Background: an optimization exercise with open tools, aiming at small area, a short achievable clock period and few clock cycles per item. Do not read the settings as production practice. Only simulation tests tie the RTL to the original design; equivalence was not proved. Power and IR drop assume default switching activity.

===== design.v =====
`timescale 1ns / 1ps
package mjtm_pkg;
  localparam int TAG_W      = 7;
  localparam int CHIP_W     = 8;
  localparam int INTERVAL_W = 9;
  localparam int KIND_W     = 3;
  localparam int STATUS_W   = 3;
  localparam int PADDR_W    = 3;
  localparam logic [INTERVAL_W-1:0] INTERVAL_RESET = 9'd128;
  localparam logic [STATUS_W-1:0] ST_ISSUED      = 3'd0;
  localparam logic [STATUS_W-1:0] ST_REG         = 3'd1;
  localparam logic [STATUS_W-1:0] ST_NONCE       = 3'd2;
  localparam logic [STATUS_W-1:0] ST_UNKNOWN_REG = 3'd3;
  localparam logic [STATUS_W-1:0] ST_STALE       = 3'd4;
endpackage
`timescale 1ns / 1ps
module mining_job_tag_result_matcher_core #(
  parameter int JOB_SLOTS = 128
) (
  input  logic                              clk,
  input  logic                              rst,
  input  logic                              in_valid,
  output logic                              in_ready,
  input  logic                              action,
  input  logic [31:0]                       job_version,
  input  logic                              nonce_resp,
  input  logic [31:0]                       frame_word,
  input  logic [7:0]                        frame_addr_byte,
  input  logic [7:0]                        frame_tag_byte,
  input  logic [15:0]                       frame_version,
  output logic                              out_valid,
  input  logic                              out_ready,
  output logic [mjtm_pkg::STATUS_W-1:0]     status,
  output logic [mjtm_pkg::TAG_W-1:0]        tag,
  output logic [mjtm_pkg::CHIP_W-1:0]       chip_index,
  output logic [mjtm_pkg::KIND_W-1:0]       register_kind,
  output logic [31:0]                       data_word,
  output logic [31:0]                       full_version,
  input  logic                              psel,
  input  logic                              penable,
  input  logic                              pwrite,
  input  logic [mjtm_pkg::PADDR_W-1:0]      paddr,
  input  logic [31:0]                       pwdata,
  output logic [31:0]                       prdata,
  output logic                              pready
);
  localparam int K0 = 3;
  localparam int K1 = 3;
  localparam int K2 = 8 - K0 - K1;
  localparam int R1 = K0;         
  localparam int R2 = K0 + K1;    
  function automatic logic [9:0] dstep(input logic [8:0] r, input logic b,
                                       input logic [8:0] s);
    logic [9:0] t;
    t = {r, b};
    if (t >= {1'b0, s}) begin
      dstep = {1'b1, 9'(t - {1'b0, s})};
    end else begin
      dstep = {1'b0, t[8:0]};
    end
  endfunction
  logic [8:0] spacing;
  assign pready = 1'b1;
  always_ff @(posedge clk) begin
    if (rst) begin
      spacing <= mjtm_pkg::INTERVAL_RESET;
    end else if (psel && penable && pwrite && !paddr[2]) begin
      spacing <= pwdata[8:0];
    end
  end
  assign prdata = paddr[2] ? 32'd0 : {23'd0, spacing};
  logic adv;
  logic acc;
  logic v1, v2;
  assign adv      = !out_valid || out_ready;
  assign in_ready = adv;
  assign acc      = in_valid && adv;
  logic [3:0]  next_slot;
  logic [3:0]  issue_slot;
  logic [15:0] slot_valid;
  logic [2:0]  a_status;
  logic [3:0]  a_tag;
  logic [2:0]  a_kind;
  logic [31:0] a_word;
  logic [15:0] a_fver;
  logic [7:0]  a_dvd;
  logic        a_hit;
  assign issue_slot = next_slot + 4'd3;
  assign a_hit      = slot_valid[frame_tag_byte[7:4]];
  always_comb begin
    a_status = mjtm_pkg::ST_UNKNOWN_REG;
    a_tag    = '0;
    a_kind   = '0;
    a_word   = '0;
    a_fver   = '0;
    a_dvd    = nonce_resp ? frame_word[24:17] : frame_addr_byte;
    if (!action) begin
      a_status = mjtm_pkg::ST_ISSUED;
      a_tag    = issue_slot;
      a_word   = job_version;           
    end else if (nonce_resp) begin
      a_tag = frame_tag_byte[7:4];
      if (a_hit) begin
        a_status = mjtm_pkg::ST_NONCE;
        a_word   = frame_word;
        a_fver   = frame_version;
      end else begin
        a_status = mjtm_pkg::ST_STALE;
      end
    end else if (frame_tag_byte == 8'h4C) begin
      a_status = mjtm_pkg::ST_REG;
      a_word   = frame_word;
    end else if (frame_tag_byte >= 8'h88 && frame_tag_byte <= 8'h8C) begin
      a_status = mjtm_pkg::ST_REG;
      a_kind   = frame_tag_byte[2:0] + 3'd1;
      a_word   = frame_word;
    end
  end
  always_ff @(posedge clk) begin
    if (rst) begin
      next_slot  <= '0;
      slot_valid <= '0;
    end else if (acc && !action) begin
      next_slot              <= issue_slot;
      slot_valid[issue_slot] <= 1'b1;
    end
  end
  logic [R1-1:0]   a_rem;
  logic [K0-1:0]   a_q;
  always_comb begin
    logic [8:0] r;
    logic [9:0] o;
    r = '0;
    for (int j = 0; j < K0; j++) begin
      o = dstep(r, a_dvd[7-j], spacing);
      a_q[K0-1-j] = o[9];
      r = o[8:0];
    end
    a_rem = r[R1-1:0];
  end
  logic [2:0]    s1_status;
  logic [3:0]    s1_tag;
  logic [2:0]    s1_kind;
  logic [31:0]   s1_word;
  logic [15:0]   s1_fver;
  logic [K0-1:0] s1_q;
  logic [R1-1:0] s1_rem;
  logic [7-K0:0] s1_dvd;
  always_ff @(posedge clk) begin
    if (adv) begin
      s1_status <= a_status;
      s1_tag    <= a_tag;
      s1_kind   <= a_kind;
      s1_word   <= a_word;
      s1_fver   <= a_fver;
      s1_q      <= a_q;
      s1_rem    <= a_rem;
      s1_dvd    <= a_dvd[7-K0:0];
    end
  end
  logic [R2-1:0]   b_rem;
  logic [K0+K1-1:0] b_q;
  always_comb begin
    logic [8:0] r;
    logic [9:0] o;
    r = 9'(s1_rem);
    b_q[K0+K1-1:K1] = s1_q;
    for (int j = 0; j < K1; j++) begin
      o = dstep(r, s1_dvd[7-K0-j], spacing);
      b_q[K1-1-j] = o[9];
      r = o[8:0];
    end
    b_rem = r[R2-1:0];
  end
  logic [2:0]       s2_status;
  logic [3:0]       s2_tag;
  logic [2:0]       s2_kind;
  logic [31:0]      s2_word;
  logic [15:0]      s2_fver;
  logic [K0+K1-1:0] s2_q;
  logic [R2-1:0]    s2_rem;
  logic [K2-1:0]    s2_dvd;
  always_ff @(posedge clk) begin
    if (adv) begin
      s2_status <= s1_status;
      s2_tag    <= s1_tag;
      s2_kind   <= s1_kind;
      s2_word   <= s1_word;
      s2_fver   <= s1_fver;
      s2_q      <= b_q;
      s2_rem    <= b_rem;
      s2_dvd    <= s1_dvd[K2-1:0];
    end
  end
  logic [7:0] c_q;
  always_comb begin
    logic [8:0] r;
    logic [9:0] o;
    r = 9'(s2_rem);
    c_q[7:K2] = s2_q;
    for (int j = 0; j < K2; j++) begin
      o = dstep(r, s2_dvd[K2-1-j], spacing);
      c_q[K2-1-j] = o[9];
      r = o[8:0];
    end
  end
  logic [31:0] version_mem [16];
  logic        s2_issue;
  logic        s2_nhit;
  logic        s2_div;
  assign s2_issue = (s2_status == mjtm_pkg::ST_ISSUED);
  assign s2_nhit  = (s2_status == mjtm_pkg::ST_NONCE);
  assign s2_div   = (s2_status == mjtm_pkg::ST_NONCE) || (s2_status == mjtm_pkg::ST_REG);
  always_ff @(posedge clk) begin
    if (adv && v2 && s2_issue) begin
      version_mem[s2_tag] <= s2_word;
    end
  end
  always_ff @(posedge clk) begin
    if (rst) begin
      v1        <= 1'b0;
      v2        <= 1'b0;
      out_valid <= 1'b0;
    end else if (adv) begin
      v1        <= acc;
      v2        <= v1;
      out_valid <= v2;
    end
  end
  always_ff @(posedge clk) begin
    if (adv) begin
      status        <= s2_status;
      tag           <= {s2_tag, 3'b000};
      register_kind <= s2_kind;
      chip_index    <= s2_div ? c_q : 8'd0;
      data_word     <= s2_issue ? 32'd0 : s2_word;
      full_version  <= (s2_nhit ? version_mem[s2_tag] : 32'd0) | {3'b000, s2_fver, 13'b0};
    end
  end
endmodule

===== run.sh =====
#!/bin/bash
# synth_recipe.tcl (not shown) runs the flow's synth.tcl, then flattens the netlist and writes it again
# the make line also repeats each setting of config.mk as NAME=value (left out here)
make -C /OpenROAD-flow-scripts/flow DESIGN_CONFIG=/design/flow/config.mk WORK_HOME=/design/flow/orfs CLKGATE_MAP_FILE= SYNTH_SCRIPT=/design/flow/synth_recipe.tcl finish

===== config.mk =====
export PLATFORM = sky130hd
export DESIGN_NAME = mining_job_tag_result_matcher_core
export DESIGN_NICKNAME = mining_job_tag_result_matcher_core
export VERILOG_FILES = /design/flow/design.v
export SDC_FILE = /design/flow/constraint.sdc
export NUM_CORES = 4
export LEC_CHECK = 0
export CAP_MARGIN = 20
export CORE_MARGIN = 2
export CORE_UTILIZATION = 40
export SLEW_MARGIN = 20

===== constraint.sdc =====
create_clock -name core_clock -period 4.0 [get_ports {clk}]
set_input_delay 0.8000 -clock core_clock [delete_from_list [all_inputs] [get_ports {clk}]]
set_output_delay 0.8000 -clock core_clock [all_outputs]
set_load 0.01 [all_outputs]

==> results.txt <==
- Status: complete, but fails checks
- SO Faults: setup timing
- Unrepaired setup endpoints after global routing: yes
- Vias in the first global route: roughly 18000
- Final WS setup: -0.895 ns
- Register share of total power: 0.497
- Leading area contributor after synthesis: edfxtp_1
- Yosys reg bits: approximately 770
- I/O Buffers: 207
- Dpl hpwl: between 40000 and 50000 um
- CTS sink count: between 700 and 800
- WL final: between 70000 and 80000 um
- Largest net degree at the start of global routing: between 100 and 150
- Most frequent cells in the layout: edfxtp_1 (735), clkdlybuf4s50_1 (202), mux4_2 (164)
- Syn Inst Count: between 1500 and 2000
- First-pass iteration count of the detailed router: 5
- R2R depth: 20
- CTS root buf: clkbuf_16
- Iteration-0 DRC Markers: ~1500
- Reg clk slew, reported paths: approximately 0.06 ns
- Crit path buf inv count: 2
- Die H: 285 um
- CP Cell Sequence: clkinvlp_4, ha_4, nor2b_4, o31a_1, o21ai_4, buf_6, mux2_4, ha_4, nor2_4, a211oi_4, o31ai_4, o211ai_4, mux2i_2, fa_2, a211oi_2, nor2_2, o31ai_2, a21oi_2, a21oi_4, mux2_4
- CP max stage delay: between 0.3 and 0.4 ns
- Rel. slew slack: 0.367
- CP max FO: 7
- Internal power: between 10000 and 15000 uW
- TritonCTS clock tree: done
- First-pass GRT wire length: 111000 um
- P_sw: 4430 uW
- Vias: around 17000
- Least-Margin Pin Slew: ~0.95 ns
- Prevailing post-synth register cell: edfxtp_1
- Number of hold violations in the final report: 0
- Syn. warnings: 1
- Top cells by area, synth: edfxtp_1 (70%), mux4_2 (12%), ha_1 (2.6%), dfxtp_1 (2.3%), mux2i_1 (1.6%)
- Fin nets: about 2300
- Commonest non-fill, non-tap cell in the layout: edfxtp_1
- Fmax: 204 MHz
- Post-DRT Antenna Nets: 0
- Total stage count of the critical path: 20
- GRT overflow: 0
- Worst skew pair latency: 0.63 ns
- Slew Limit Fails: 0
- Area Growth Syn to Fin: 24.6%
- CP delay by family, top: compound AO/OA/AOI/OAI gates
- TritonCTS buffer count: between 80 and 90
- Skew final: 0.0283 ns
- Mean post-synth cell area: around 18 um^2
- Global Route Usage Sum: 0.185
- Hold WS: between 0.4 and 0.5 ns
- Rows: ~100
- Avg WL per Cell: between 20 and 25 um
- Critical Path End Type: flip-flop
- Asr flop ratio synth: 0
- Initial antenna violation count: 1
- Pre-CTS WS: -1.34 ns
- Max-Cap Viols: 0
- Clock tree buffer depth: 3
- Comb pwr share: 0.117
- Placed Area: around 36000 um^2
- Yosys top cell area share: 0.698
- RD Place Congestion: between 0.8 and 0.9
- Sw Share: 0.230
- Fraction of layout cells with a size suffix above 1: 0.275
- Worst setup SP type: flip-flop
- Peak supply drop: slightly below 300 uV
- # IOs: 260
- Starting Density: 0.402
- Hold/Removal Path Class: flip-flop to flip-flop
- Syn Std Cell Area: ~32000 um^2
- CP Class: flip-flop to flip-flop
- Die area: between 80000 and 90000 um^2
- Slowest-stage cell, CP: fa_2
- Final setup viols: 11
- DRC: 0
- Netlist cell types: 67
- H-tree depth: 3
- Data required, critical path: 4.36 ns
- Core ar.: 78600 um^2
- Post-synth EDFFs: about 740
- Sequential area share after synthesis: 0.721
- Min Tclk post-route: ~5 ns
- Cell area power density: ~490 nW/um^2
- Crit share post-route: 1.22
- Via-to-Cell Ratio: ~5.2
- Chip Width: around 290 um
- Fillers: 6443
- LEAKAGE: ~0.014 uW
- Final Cell Area: between 30000 and 40000 um^2
- Clock share of power: 0.386
- CP Data Arrival Time: between 5 and 6 ns
- Worst Hold Path Cells: 0
-- sequential cells by signal, summed over array words and instances (netlist names), 4 cells and up, named ones only --
name and count:
s1_fver 16, s2_word 32, s2_fver 16, full_version 32, spacing 9, s2_rem 6
next_slot 4, s1_tag 4, slot_valid 16, tag 4, s2_tag 4, chip_index 8
data_word 32, version_mem 512, s1_dvd 5, s2_q 6, s1_word 32
-- cells in the mapped netlist, drive strengths merged (3+ instances only) --
library cell / n
a211oi: 11
a21o: 9
a21oi: 45
a31o: 16
a31oi: 4
and2: 26
buf: 40
clkbuf: 52
dfxtp: 36
edfxtp: 735
fa: 6
ha: 65
inv: 39
mux2: 23
mux2i: 49
mux4: 164
nand2: 51
nand2b: 11
nand3: 13
nand4: 7
nor2: 120
nor2b: 61
nor3: 14
nor3b: 5
nor4: 3
o211ai: 3
o21a: 5
o21ai: 21
o31ai: 4
or2: 4
or3: 5
or4: 3
xnor2: 14
xor2: 15
-- final cells by class --
type | instances | area, um^2 | share of cell area
tap | 1050 | 1310 | 0.0333
antenna | 1 | 2.50 | 0.0000635
inverter | 40 | 166 | 0.00422
timing repair buffer | 375 | 3510 | 0.0891
clock inverter | 49 | 474 | 0.0120
clock buffer | 98 | 2150 | 0.0547
sequential | 771 | 22800 | 0.579
multi-input combinational | 834 | 8980 | 0.228
-- final timing paths --
kind | endpoint | slack [ns] | start
max reg2reg | s2_rem[4]$_DFFE_PN_ | -0.90 | spacing[1]$_SDFFE_PP0P_
min reg2reg | register_kind[1]$_DFFE_PN_ | 0.41 | s2_kind[1]$_DFFE_PN_
max | s2_rem[4]$_DFFE_PN_ | -0.90 | spacing[1]$_SDFFE_PP0P_
min | register_kind[1]$_DFFE_PN_ | 0.41 | s2_kind[1]$_DFFE_PN_
-- logic make-up (layout without fill, tap and decap cells) --
kind of cell	count (synthesis)	in the layout	share of synthesized area
fa+ha+maj	71	71	0.0295
buf+inv	132	562	0.0189
simple gates	333	333	0.0531
other cells	2	28	0.000237
flops	771	771	0.721
xor+xnor	29	29	0.00803
compound gates	137	138	0.0288
mux	236	236	0.141
-- power by group through the flow --
stage	combinational, uW	clock (uW)	sequential, uW
floorplan	1370	0	9560
global placement	2150	0	9710
detailed placement	2180	0	9730
CTS	2220	7580	9570
global route	2440	7920	9610
finish	2260	7430	9560
-- through the flow --
step,std cells,power [uW],TNS [ns],utilization
after floorplan,1736,10900,-7.66,-
after global placement,3042,11900,-10.69,0.461
after detailed placement,3043,11900,-11.18,0.461
after CTS,3203,19400,-6.85,0.498
after global routing,3217,20000,-9.79,0.501
final,3218,19200,-7.44,0.501
-- per-layer routing --
layer	share of wire	GRT usage	vias to the layer above
met2	0.49	0.306	489
met5	0	0	-
met1	0.43	0.255	8759
li1	-	-	7533
met4	0.022	0.0572	0
met3	0.053	0.0275	110
-- what timing repair did --
item,CTS,global route
resized for setup,48,33
cloned,0,1
endpoints found under the hold margin,0,0
pin swaps,29,32
buffers inserted,13,15
setup endpoints to repair,11,12
hold buffers,0,0
Testbench counts, summed over its fixed seeds: cycles 3,224, items 3,200.

==> port drivers added, routing unchanged <==
The flow's constraints put no driver on any port. The routed layout listed below was extracted and timed again, unchanged, in two steps.
Step 1: set_driving_cell puts a clkbuf_16 on clk and a buf_2 on each other input, an assumption about the parent block.
Step 2, shift: input delay + t, output delay - t, t = (earliest + latest rising clock arrival at the registers) / 2. This alone moves slack from input paths to output paths.
a / b / c = ideal ports / drivers / drivers and shift; a / b = the first two.
shift t [ns]: 0.680
slack for setup (ns): -0.895 / -0.895 / -1.014
hold WS [ns]: 0.415 / 0.415 / 0.415
worst setup path at the end: input to register
cell pins on the clock port's net: 1
The setup slack of this run moves by 0.000 ns with the drivers and by -0.119 ns with both steps.
